Source: an optimization exercise on an open RTL-to-GDS flow (aim: small area, a short achievable clock period and few clock cycles per item). Production flows keep margins and buffers that such runs may drop.

==> flow/design.v (excerpt) <==
module int_to_balanced_ternary_core (
   input  logic                                    clock,
   input  logic                                    reset,
   input  logic                                    start,
   output logic                                    busy,
   input  logic signed [itbt_pkg::VALUE_WIDTH-1:0] req_value,
   output logic                                    rsp_strobe,
   output logic signed [1:0]                       rsp_trit,
   output logic                                    rsp_last_trit
);
Size in the first run: roughly 510 cells after synthesis, roughly 43 flip-flops, roughly 40 I/O pins, roughly 0.0043 sq mm of cells after synthesis.
==> module int_to_balanced_ternary_core, before the edit <==
module int_to_balanced_ternary_core (
   input  logic                                    clock,
   input  logic                                    reset,
   input  logic                                    start,
   output logic                                    busy,
   input  logic signed [itbt_pkg::VALUE_WIDTH-1:0] req_value,
   output logic                                    rsp_strobe,
   output logic signed [1:0]                       rsp_trit,
   output logic                                    rsp_last_trit
);
   logic signed [QW-1:0] q_ff;
   logic                 pos_ff;
   logic                 neg_ff;
   logic [4:0]           j_ff;
   logic                 active_ff;
   logic                 started_ff;
   logic [QW-1:0]        q_next;
   logic                 pos_next;
   logic                 neg_next;
   logic                 last_step;
   logic                 load;
   function automatic logic ge_const(input logic [QW-1:0] a, input logic [QW-1:0] c);
      logic r;
      r = 1'b1;
      for (int i = 0; i < QW - 1; i++)
         r = c[i] ? (a[i] & r) : (a[i] | r);
      ge_const = c[QW-1] ? (~a[QW-1] | r) : (~a[QW-1] & r);
   endfunction
   always_comb begin
      logic [QW-1:0] x;
      logic [QW-1:0] s;
      logic [QW-1:0] c;
      logic [QW-1:0] b;
      logic [QW-1:0] g;
      logic [QW-1:0] p;
      logic [QW-1:0] gg;
      logic [QW-1:0] pp;
      x = pos_ff ? -POW21 : (neg_ff ? POW21 : '0);
      for (int i = 0; i < QW; i++) begin
         s[i] = q_ff[i] ^ (i > 0 ? q_ff[i-1] : 1'b0) ^ x[i];
         c[i] = (i > 0) ? ((q_ff[i] & q_ff[i-1]) | (q_ff[i] & x[i]) | (q_ff[i-1] & x[i])) : (q_ff[i] & x[i]);
      end
      b  = {c[QW-2:0], 1'b0};
      g  = s & b;
      p  = s ^ b;
      gg = g;
      pp = p;
      for (int l = 0; (1 << l) < QW; l++)
         for (int i = 0; i < QW; i++)
            if (((i >> l) & 1) == 1) begin
               gg[i] = gg[i] | (pp[i] & gg[((i >> l) << l) - 1]);
               pp[i] = pp[i] & pp[((i >> l) << l) - 1];
            end
      for (int i = 0; i < QW; i++)
         q_next[i] = p[i] ^ (i > 0 ? gg[i-1] : 1'b0);
   end
   assign pos_next = pos_ff ? ge_const(q_ff, B_POS_P) : (neg_ff ? ge_const(q_ff, B_POS_N) : ge_const(q_ff, B_POS_Z));
   assign neg_next = pos_ff ? ~ge_const(q_ff, B_NEG_P + 1'b1) : (neg_ff ? ~ge_const(q_ff, B_NEG_N + 1'b1) : ~ge_const(q_ff, B_NEG_Z + 1'b1));
   assign last_step = (j_ff == 5'd0);
   assign busy      = active_ff & ~last_step;
   assign load      = start & ~busy;
   always_ff @(posedge clock) begin
      if (reset)
         active_ff <= 1'b0;
      else if (load)
         active_ff <= 1'b1;
      else if (last_step)
         active_ff <= 1'b0;
   end
   always_ff @(posedge clock) begin
      if (load) begin
         q_ff       <= QW'(req_value);
         pos_ff     <= (req_value >= HI);
         neg_ff     <= (req_value <= -HI);
         j_ff       <= 5'd20;
         started_ff <= 1'b0;
      end else begin
         q_ff       <= q_next;
         pos_ff     <= pos_next;
         neg_ff     <= neg_next;
         j_ff       <= j_ff - 5'd1;
         started_ff <= started_ff | pos_ff | neg_ff;
      end
   end
   assign rsp_strobe    = active_ff & (started_ff | pos_ff | neg_ff | last_step);
   assign rsp_trit      = {neg_ff, pos_ff | neg_ff};
   assign rsp_last_trit = last_step;
endmodule
make LEC_CHECK=0 CAP_MARGIN=20 CORE_MARGIN=2 CORE_UTILIZATION=40 SETUP_SLACK_MARGIN=5 SLEW_MARGIN=20 finish   # period 8.5 ns
run.sh (not shown) runs the stock make flow with config.mk's settings and CLKGATE_MAP_FILE= SYNTH_SCRIPT=/design/flow/synth_recipe.tcl, a recipe that flattens the netlist after the stock synthesis.
Change:
--- a/flow/design.v
+++ b/flow/design.v
@@ -38,38 +38,11 @@
       r = 1'b1;
       for (int i = 0; i < QW - 1; i++)
          r = c[i] ? (a[i] & r) : (a[i] | r);
       ge_const = c[QW-1] ? (~a[QW-1] | r) : (~a[QW-1] & r);
    endfunction
-   always_comb begin
-      logic [QW-1:0] x;
-      logic [QW-1:0] s;
-      logic [QW-1:0] c;
-      logic [QW-1:0] b;
-      logic [QW-1:0] g;
-      logic [QW-1:0] p;
-      logic [QW-1:0] gg;
-      logic [QW-1:0] pp;
-      x = pos_ff ? -POW21 : (neg_ff ? POW21 : '0);
-      for (int i = 0; i < QW; i++) begin
-         s[i] = q_ff[i] ^ (i > 0 ? q_ff[i-1] : 1'b0) ^ x[i];
-         c[i] = (i > 0) ? ((q_ff[i] & q_ff[i-1]) | (q_ff[i] & x[i]) | (q_ff[i-1] & x[i])) : (q_ff[i] & x[i]);
-      end
-      b  = {c[QW-2:0], 1'b0};
-      g  = s & b;
-      p  = s ^ b;
-      gg = g;
-      pp = p;
-      for (int l = 0; (1 << l) < QW; l++)
-         for (int i = 0; i < QW; i++)
-            if (((i >> l) & 1) == 1) begin
-               gg[i] = gg[i] | (pp[i] & gg[((i >> l) << l) - 1]);
-               pp[i] = pp[i] & pp[((i >> l) << l) - 1];
-            end
-      for (int i = 0; i < QW; i++)
-         q_next[i] = p[i] ^ (i > 0 ? gg[i-1] : 1'b0);
-   end
+   assign q_next = q_ff + {q_ff[QW-2:0], 1'b0} + (pos_ff ? -POW21 : (neg_ff ? POW21 : '0));
    assign pos_next = pos_ff ? ge_const(q_ff, B_POS_P) : (neg_ff ? ge_const(q_ff, B_POS_N) : ge_const(q_ff, B_POS_Z));
    assign neg_next = pos_ff ? ~ge_const(q_ff, B_NEG_P + 1'b1) : (neg_ff ? ~ge_const(q_ff, B_NEG_N + 1'b1) : ~ge_const(q_ff, B_NEG_Z + 1'b1));
    assign last_step = (j_ff == 5'd0);
    assign busy      = active_ff & ~last_step;
    assign load      = start & ~busy;
Design area increases by a few percent.
First-iteration DRC count went up by about a fifth.
Synthesized cell count went up by roughly a tenth.
Clock skew goes down by 0.0036 ns.
Fmax increases by a few percent.
Via count came out higher by roughly a tenth.
Die area is higher by a few percent.
Clock-buffer cell count does not change.
Global-route usage hardly moves.
Cell count rises by a little under a tenth.
No functional check of the RTL was part of any run of this note.


The RTL this note starts from:
==> flow/design.v <==
package itbt_pkg;
   localparam int VALUE_WIDTH = 32;
   localparam int MAX_TRITS   = 21;
   localparam int QW = 34;
   localparam logic [QW-1:0] POW21 = 34'd10460353203;
   localparam logic signed [VALUE_WIDTH-1:0] HI = 32'sd1743392201;
   localparam logic signed [QW-1:0] B_POS_Z =  34'sd581130734;
   localparam logic signed [QW-1:0] B_NEG_Z = -34'sd581130734;
   localparam logic signed [QW-1:0] B_POS_P =  34'sd4067915135;
   localparam logic signed [QW-1:0] B_NEG_P =  34'sd2905653667;
   localparam logic signed [QW-1:0] B_POS_N = -34'sd2905653667;
   localparam logic signed [QW-1:0] B_NEG_N = -34'sd4067915135;
endpackage
import itbt_pkg::*;
module int_to_balanced_ternary_core (
   input  logic                                    clock,
   input  logic                                    reset,
   input  logic                                    start,
   output logic                                    busy,
   input  logic signed [itbt_pkg::VALUE_WIDTH-1:0] req_value,
   output logic                                    rsp_strobe,
   output logic signed [1:0]                       rsp_trit,
   output logic                                    rsp_last_trit
);
   logic signed [QW-1:0] q_ff;
   logic                 pos_ff;
   logic                 neg_ff;
   logic [4:0]           j_ff;
   logic                 active_ff;
   logic                 started_ff;
   logic [QW-1:0]        q_next;
   logic                 pos_next;
   logic                 neg_next;
   logic                 last_step;
   logic                 load;
   function automatic logic ge_const(input logic [QW-1:0] a, input logic [QW-1:0] c);
      logic r;
      r = 1'b1;
      for (int i = 0; i < QW - 1; i++)
         r = c[i] ? (a[i] & r) : (a[i] | r);
      ge_const = c[QW-1] ? (~a[QW-1] | r) : (~a[QW-1] & r);
   endfunction
   assign q_next = q_ff + {q_ff[QW-2:0], 1'b0} + (pos_ff ? -POW21 : (neg_ff ? POW21 : '0));
   assign pos_next = pos_ff ? ge_const(q_ff, B_POS_P) : (neg_ff ? ge_const(q_ff, B_POS_N) : ge_const(q_ff, B_POS_Z));
   assign neg_next = pos_ff ? ~ge_const(q_ff, B_NEG_P + 1'b1) : (neg_ff ? ~ge_const(q_ff, B_NEG_N + 1'b1) : ~ge_const(q_ff, B_NEG_Z + 1'b1));
   assign last_step = (j_ff == 5'd0);
   assign busy      = active_ff & ~last_step;
   assign load      = start & ~busy;
   always_ff @(posedge clock) begin
      if (reset)
         active_ff <= 1'b0;
      else if (load)
         active_ff <= 1'b1;
      else if (last_step)
         active_ff <= 1'b0;
   end
   always_ff @(posedge clock) begin
      if (load) begin
         q_ff       <= QW'(req_value);
         pos_ff     <= (req_value >= HI);
         neg_ff     <= (req_value <= -HI);
         j_ff       <= 5'd20;
         started_ff <= 1'b0;
      end else begin
         q_ff       <= q_next;
         pos_ff     <= pos_next;
         neg_ff     <= neg_next;
         j_ff       <= j_ff - 5'd1;
         started_ff <= started_ff | pos_ff | neg_ff;
      end
   end
   assign rsp_strobe    = active_ff & (started_ff | pos_ff | neg_ff | last_step);
   assign rsp_trit      = {neg_ff, pos_ff | neg_ff};
   assign rsp_last_trit = last_step;
endmodule
==> flow/config.mk <==
export PLATFORM = sky130hd
export DESIGN_NAME = int_to_balanced_ternary_core
export DESIGN_NICKNAME = int_to_balanced_ternary_core
export VERILOG_FILES = /design/flow/design.v
export SDC_FILE = /design/flow/constraint.sdc
export NUM_CORES = 4
export LEC_CHECK = 0
export CAP_MARGIN = 20
export CORE_MARGIN = 2
export CORE_UTILIZATION = 40
export SLEW_MARGIN = 20
==> flow/constraint.sdc <==
create_clock -name core_clock -period 8.5 [get_ports {clock}]
set_input_delay 1.7000 -clock core_clock [delete_from_list [all_inputs] [get_ports {clock}]]
set_output_delay 1.7000 -clock core_clock [all_outputs]
set_load 0.01 [all_outputs]
The starting point finished clean.
Next try:
--- a/flow/design.v
+++ b/flow/design.v
@@ -39,9 +39,36 @@
       for (int i = 0; i < QW - 1; i++)
          r = c[i] ? (a[i] & r) : (a[i] | r);
       ge_const = c[QW-1] ? (~a[QW-1] | r) : (~a[QW-1] & r);
    endfunction
-   assign q_next = q_ff + {q_ff[QW-2:0], 1'b0} + (pos_ff ? -POW21 : (neg_ff ? POW21 : '0));
+   always_comb begin
+      logic [QW-1:0] x;
+      logic [QW-1:0] s;
+      logic [QW-1:0] c;
+      logic [QW-1:0] b;
+      logic [QW-1:0] g;
+      logic [QW-1:0] p;
+      logic [QW-1:0] gg;
+      logic [QW-1:0] pp;
+      x = pos_ff ? -POW21 : (neg_ff ? POW21 : '0);
+      for (int i = 0; i < QW; i++) begin
+         s[i] = q_ff[i] ^ (i > 0 ? q_ff[i-1] : 1'b0) ^ x[i];
+         c[i] = (i > 0) ? ((q_ff[i] & q_ff[i-1]) | (q_ff[i] & x[i]) | (q_ff[i-1] & x[i])) : (q_ff[i] & x[i]);
+      end
+      b  = {c[QW-2:0], 1'b0};
+      g  = s & b;
+      p  = s ^ b;
+      gg = g;
+      pp = p;
+      for (int l = 0; (1 << l) < QW; l++)
+         for (int i = 0; i < QW; i++)
+            if (((i >> l) & 1) == 1) begin
+               gg[i] = gg[i] | (pp[i] & gg[((i >> l) << l) - 1]);
+               pp[i] = pp[i] & pp[((i >> l) << l) - 1];
+            end
+      for (int i = 0; i < QW; i++)
+         q_next[i] = p[i] ^ (i > 0 ? gg[i-1] : 1'b0);
+   end
    assign pos_next = pos_ff ? ge_const(q_ff, B_POS_P) : (neg_ff ? ge_const(q_ff, B_POS_N) : ge_const(q_ff, B_POS_Z));
    assign neg_next = pos_ff ? ~ge_const(q_ff, B_NEG_P + 1'b1) : (neg_ff ? ~ge_const(q_ff, B_NEG_N + 1'b1) : ~ge_const(q_ff, B_NEG_Z + 1'b1));
    assign last_step = (j_ff == 5'd0);
    assign busy      = active_ff & ~last_step;
Outcome: Cell count shrinks by 7.1%. Register-to-register slack is worse by 430 ps. Design area shrinks by 6.7%.
No functional check of the RTL was part of any run of this note.


Another version of the RTL of int_to_balanced_ternary_core (not shown whole).
For scale: about 770 cells after synthesis, ~44 flip-flops, roughly 40 I/O pins, about 4600 µm² of cells after synthesis.
==> module int_to_balanced_ternary_core, before the edit <==
module int_to_balanced_ternary_core (
   input  logic                                    clock,
   input  logic                                    reset,
   input  logic                                    start,
   output logic                                    busy,
   input  logic signed [itbt_pkg::VALUE_WIDTH-1:0] req_value,
   output logic                                    rsp_strobe,
   output logic signed [1:0]                       rsp_trit,
   output logic                                    rsp_last_trit
);
   logic [QW-2:0]        q_ff;         
   logic [QW-1:0]        q;            
   logic                 pos_ff;       
   logic                 neg_ff;       
   logic                 nz_ff;        
   logic [4:0]           j_ff;         
   logic                 busy_ff;      
   logic                 strobe_ff;    
   logic                 started_ff;   
   logic [QW-1:0]        q_next;
   logic [QW-1:0]        t_pos;
   logic [QW-1:0]        t_neg;
   logic                 pos_next;
   logic                 neg_next;
   logic                 in_pos;
   logic                 in_neg;
   logic                 load;
   function automatic logic ge_var(input logic [QW-1:0] a, input logic [QW-1:0] b);
      logic [63:0] gt;
      logic [63:0] eq;
      for (int i = 0; i < 64; i++) begin
         gt[i] = 1'b0;
         eq[i] = 1'b1;
      end
      for (int i = 0; i < QW - 1; i++) begin
         gt[i] = a[i] & ~b[i];
         eq[i] = a[i] | ~b[i];
      end
      gt[QW-1] = ~a[QW-1] & b[QW-1];
      eq[QW-1] = ~a[QW-1] | b[QW-1];
      for (int l = 0; l < 6; l++)
         for (int i = 0; i < 32; i++)
            if (i < (32 >> l)) begin
               gt[i] = gt[2*i+1] | (eq[2*i+1] & gt[2*i]);
               eq[i] = eq[2*i+1] & eq[2*i];
            end
      ge_var = gt[0] | eq[0];
   endfunction
   function automatic logic ge_chain(input logic [QW-1:0] a, input logic [QW-1:0] b);
      logic r;
      r = 1'b1;
      for (int i = 0; i < QW - 1; i++)
         r = (a[i] & ~b[i]) | ((a[i] | ~b[i]) & r);
      ge_chain = (~a[QW-1] & b[QW-1]) | ((~a[QW-1] | b[QW-1]) & r);
   endfunction
   assign q = {neg_ff | (~pos_ff & q_ff[QW-2]), q_ff};
   always_comb begin
      logic [QW-1:0] x;
      logic [QW-1:0] s;
      logic [QW-1:0] c;
      logic [QW-1:0] b;
      logic [QW-1:0] p;
      logic [QW-1:0] gg;
      logic [QW-1:0] pp;
      logic [QW-1:0] kp;
      logic [QW-1:0] kn;
      kp = -POW21;
      kn = POW21;
      for (int i = 0; i < QW; i++)
         x[i] = (kp[i] & kn[i]) ? nz_ff : (kp[i] ? pos_ff : (kn[i] ? neg_ff : 1'b0));
      for (int i = 0; i < QW; i++) begin
         s[i] = q[i] ^ (i > 0 ? q[i-1] : 1'b0) ^ x[i];
         c[i] = (i > 0) ? ((q[i] & q[i-1]) | (q[i] & x[i]) | (q[i-1] & x[i])) : (q[i] & x[i]);
      end
      b  = {c[QW-2:0], 1'b0};
      p  = s ^ b;
      gg = s & b;
      pp = p;
      for (int l = 0; (1 << l) < QW; l++)
         for (int i = 0; i < QW; i++)
            if (((i >> l) & 1) == 1) begin
               gg[i] = gg[i] | (pp[i] & gg[((i >> l) << l) - 1]);
               pp[i] = pp[i] & pp[((i >> l) << l) - 1];
            end
      for (int i = 0; i < QW; i++)
         q_next[i] = p[i] ^ (i > 0 ? gg[i-1] : 1'b0);
   end
   always_comb begin
      logic [QW-1:0] pp_;
      logic [QW-1:0] pn_;
      logic [QW-1:0] pz_;
      logic [QW-1:0] np_;
      logic [QW-1:0] nn_;
      logic [QW-1:0] nz_;
      pp_ = B_POS_P;
      pn_ = B_POS_N;
      pz_ = B_POS_Z;
      np_ = B_NEG_P + 1'b1;
      nn_ = B_NEG_N + 1'b1;
      nz_ = B_NEG_Z + 1'b1;
      for (int i = 0; i < QW; i++) begin
         t_pos[i] = (pp_[i] & pos_ff) | (pn_[i] & neg_ff) | (pz_[i] & ~nz_ff);
         t_neg[i] = (np_[i] & pos_ff) | (nn_[i] & neg_ff) | (nz_[i] & ~nz_ff);
      end
   end
   assign pos_next = ge_chain(q, t_pos);
   assign neg_next = ~ge_chain(q, t_neg);
   assign in_pos = ge_var({{(QW-VALUE_WIDTH){req_value[VALUE_WIDTH-1]}}, req_value}, {{(QW-VALUE_WIDTH){HI[VALUE_WIDTH-1]}}, HI});
   assign in_neg = ge_var(-{{(QW-VALUE_WIDTH){HI[VALUE_WIDTH-1]}}, HI}, {{(QW-VALUE_WIDTH){req_value[VALUE_WIDTH-1]}}, req_value});
   assign load = start & ~busy_ff;
   always_ff @(posedge clock) begin
      if (reset) begin
         busy_ff   <= 1'b0;
         strobe_ff <= 1'b0;
      end else if (load) begin
         busy_ff   <= 1'b1;
         strobe_ff <= in_pos | in_neg;
      end else if (busy_ff) begin
         busy_ff   <= (j_ff != 5'd1);
         strobe_ff <= started_ff | nz_ff | pos_next | neg_next | (j_ff == 5'd1);
      end else begin
         busy_ff   <= 1'b0;
         strobe_ff <= 1'b0;
      end
   end
   always_ff @(posedge clock) begin
      if (load) begin
         q_ff       <= {req_value[VALUE_WIDTH-1], req_value};
         pos_ff     <= in_pos;
         neg_ff     <= in_neg;
         nz_ff      <= in_pos | in_neg;
         j_ff       <= 5'd20;
         started_ff <= 1'b0;
      end else begin
         q_ff       <= q_next[QW-2:0];
         pos_ff     <= pos_next;
         neg_ff     <= neg_next;
         nz_ff      <= pos_next | neg_next;
         j_ff       <= j_ff - 5'd1;
         started_ff <= started_ff | nz_ff;
      end
   end
   assign busy          = busy_ff;
   assign rsp_strobe    = strobe_ff;
   assign rsp_trit      = {neg_ff, nz_ff};
   assign rsp_last_trit = (j_ff == 5'd0);
endmodule
clock: 8.5 ns
lec_check: 0
abc_area: 1
cap_margin: 20
core_margin: 2
core_utilization: 40
setup_slack_margin: 5
slew_margin: 20
standard.sh (not shown) runs the stock make flow with config.mk's settings and CLKGATE_MAP_FILE= SYNTH_SCRIPT=/design/flow/synth_recipe.tcl, a recipe that flattens the netlist after the stock synthesis.
==> flow/flow/run.sh <==
#!/bin/bash
# Standard layout, with four changes: adders are left to ABC instead of being mapped to
# full/half adder cells, ABC's area script maps with plain "map" (flow/abc_area.script),
# the port buffers are the smallest buffer, and the clock tree uses small clock buffers
# without dummy loads.
set -euo pipefail
rm -rf scripts
cp -r "$FLOW_HOME/scripts" scripts
cp flow/abc_area.script scripts/abc_area.script
bash standard.sh ADDER_MAP_FILE= SCRIPTS_DIR="$PWD/scripts" \
   "BUFFER_PORTS_ARGS=-buffer_cell sky130_fd_sc_hd__buf_1" \
   "CTS_ARGS=-sink_clustering_enable -repair_clock_nets -dont_use_dummy_load -buf_list {sky130_fd_sc_hd__clkbuf_2 sky130_fd_sc_hd__clkbuf_4 sky130_fd_sc_hd__clkbuf_8} -root_buf sky130_fd_sc_hd__clkbuf_8" \
   SETUP_SLACK_MARGIN=5.25 finish > standard_flow.log 2>&1
==> flow/flow/abc_area.script <==
strash
dch
map
topo
stime -c
buffer -c
upsize -c
dnsize -c
Edit:
--- a/flow/design.v
+++ b/flow/design.v
@@ -21,10 +21,9 @@
    output logic                                    rsp_strobe,
    output logic signed [1:0]                       rsp_trit,
    output logic                                    rsp_last_trit
 );
-   logic [QW-2:0]        q_ff;         
-   logic [QW-1:0]        q;            
+   logic signed [QW-1:0] q_ff;
    logic                 pos_ff;       
    logic                 neg_ff;       
    logic                 nz_ff;        
    logic [4:0]           j_ff;         
@@ -66,9 +65,8 @@
       for (int i = 0; i < QW - 1; i++)
          r = (a[i] & ~b[i]) | ((a[i] | ~b[i]) & r);
       ge_chain = (~a[QW-1] & b[QW-1]) | ((~a[QW-1] | b[QW-1]) & r);
    endfunction
-   assign q = {neg_ff | (~pos_ff & q_ff[QW-2]), q_ff};
    always_comb begin
       logic [QW-1:0] x;
       logic [QW-1:0] s;
       logic [QW-1:0] c;
@@ -82,20 +80,26 @@
       kn = POW21;
       for (int i = 0; i < QW; i++)
          x[i] = (kp[i] & kn[i]) ? nz_ff : (kp[i] ? pos_ff : (kn[i] ? neg_ff : 1'b0));
       for (int i = 0; i < QW; i++) begin
-         s[i] = q[i] ^ (i > 0 ? q[i-1] : 1'b0) ^ x[i];
-         c[i] = (i > 0) ? ((q[i] & q[i-1]) | (q[i] & x[i]) | (q[i-1] & x[i])) : (q[i] & x[i]);
+         s[i] = q_ff[i] ^ (i > 0 ? q_ff[i-1] : 1'b0) ^ x[i];
+         c[i] = (i > 0) ? ((q_ff[i] & q_ff[i-1]) | (q_ff[i] & x[i]) | (q_ff[i-1] & x[i])) : (q_ff[i] & x[i]);
       end
       b  = {c[QW-2:0], 1'b0};
       p  = s ^ b;
       gg = s & b;
       pp = p;
       for (int l = 0; (1 << l) < QW; l++)
          for (int i = 0; i < QW; i++)
-            if (((i >> l) & 1) == 1) begin
-               gg[i] = gg[i] | (pp[i] & gg[((i >> l) << l) - 1]);
-               pp[i] = pp[i] & pp[((i >> l) << l) - 1];
+            if ((i + 1) % (2 << l) == 0) begin
+               gg[i] = gg[i] | (pp[i] & gg[i - (1 << l)]);
+               pp[i] = pp[i] & pp[i - (1 << l)];
+            end
+      for (int l = 5; l >= 0; l--)
+         for (int i = 0; i < QW; i++)
+            if ((i + 1) % (2 << l) == (1 << l) && i >= (2 << l)) begin
+               gg[i] = gg[i] | (pp[i] & gg[i - (1 << l)]);
+               pp[i] = pp[i] & pp[i - (1 << l)];
             end
       for (int i = 0; i < QW; i++)
          q_next[i] = p[i] ^ (i > 0 ? gg[i-1] : 1'b0);
    end
@@ -116,10 +120,10 @@
          t_pos[i] = (pp_[i] & pos_ff) | (pn_[i] & neg_ff) | (pz_[i] & ~nz_ff);
          t_neg[i] = (np_[i] & pos_ff) | (nn_[i] & neg_ff) | (nz_[i] & ~nz_ff);
       end
    end
-   assign pos_next = ge_chain(q, t_pos);
-   assign neg_next = ~ge_chain(q, t_neg);
+   assign pos_next = ge_chain(q_ff, t_pos);
+   assign neg_next = ~ge_chain(q_ff, t_neg);
    assign in_pos = ge_var({{(QW-VALUE_WIDTH){req_value[VALUE_WIDTH-1]}}, req_value}, {{(QW-VALUE_WIDTH){HI[VALUE_WIDTH-1]}}, HI});
    assign in_neg = ge_var(-{{(QW-VALUE_WIDTH){HI[VALUE_WIDTH-1]}}, HI}, {{(QW-VALUE_WIDTH){req_value[VALUE_WIDTH-1]}}, req_value});
    assign load = start & ~busy_ff;
    always_ff @(posedge clock) begin
@@ -138,16 +142,16 @@
       end
    end
    always_ff @(posedge clock) begin
       if (load) begin
-         q_ff       <= {req_value[VALUE_WIDTH-1], req_value};
+         q_ff       <= {{(QW-VALUE_WIDTH){req_value[VALUE_WIDTH-1]}}, req_value};
          pos_ff     <= in_pos;
          neg_ff     <= in_neg;
          nz_ff      <= in_pos | in_neg;
          j_ff       <= 5'd20;
          started_ff <= 1'b0;
       end else begin
-         q_ff       <= q_next[QW-2:0];
+         q_ff       <= q_next;
          pos_ff     <= pos_next;
          neg_ff     <= neg_next;
          nz_ff      <= pos_next | neg_next;
          j_ff       <= j_ff - 5'd1;
Outcome:
- The new run completed without violations
- die area rises slightly
- first-iteration DRC count came out higher by about a fifth
- design area barely changes
- global-route usage fell by 0.18 points
- via count rises slightly
Function was not checked in any run of this note: the RTL went through the layout flow alone.

## afterwards: timing with drivers on the ports
In the flow no input, the clock included, has a driving cell. The finished layouts below were timed again as built, in two steps. Step 1 sets driving cells, clkbuf_16 on the clock port and buf_2 on the other inputs (assumed; they add their load-dependent delay and slew). Step 2, shift: input delay + t, output delay - t, t = (earliest + latest rising clock arrival at the registers) / 2. This alone moves slack from input paths to output paths. Three values: ideal ports, drivers, drivers and shift; two values: the first two.
| run | t, ns | slack for setup (ns) | pins driven straight from the clock port |
|---|---|---|---|
| the first run of note 1 | 0.343 | 4.848 / 4.848 / 4.741 | 1 |
| the second run of note 1 | 0.343 | 5.018 / 5.033 / 4.690 | 1 |
| the first run of note 2 | 0.339 | 4.527 / 4.527 / 4.527 | 1 |
| the second run of note 2 | 0.339 | 4.092 / 4.092 / 4.092 | 1 |
| the first run of note 3 | 0.352 | 5.333 / 5.342 / 4.996 | 1 |
| the second run of note 3 | 0.350 | 5.285 / 5.293 / 4.943 | 1 |
After both steps setup and hold are still met in every run listed. The setup slack of the second run of note 3, which loses most, moves by +0.008 ns with the drivers and by -0.342 ns with both steps.
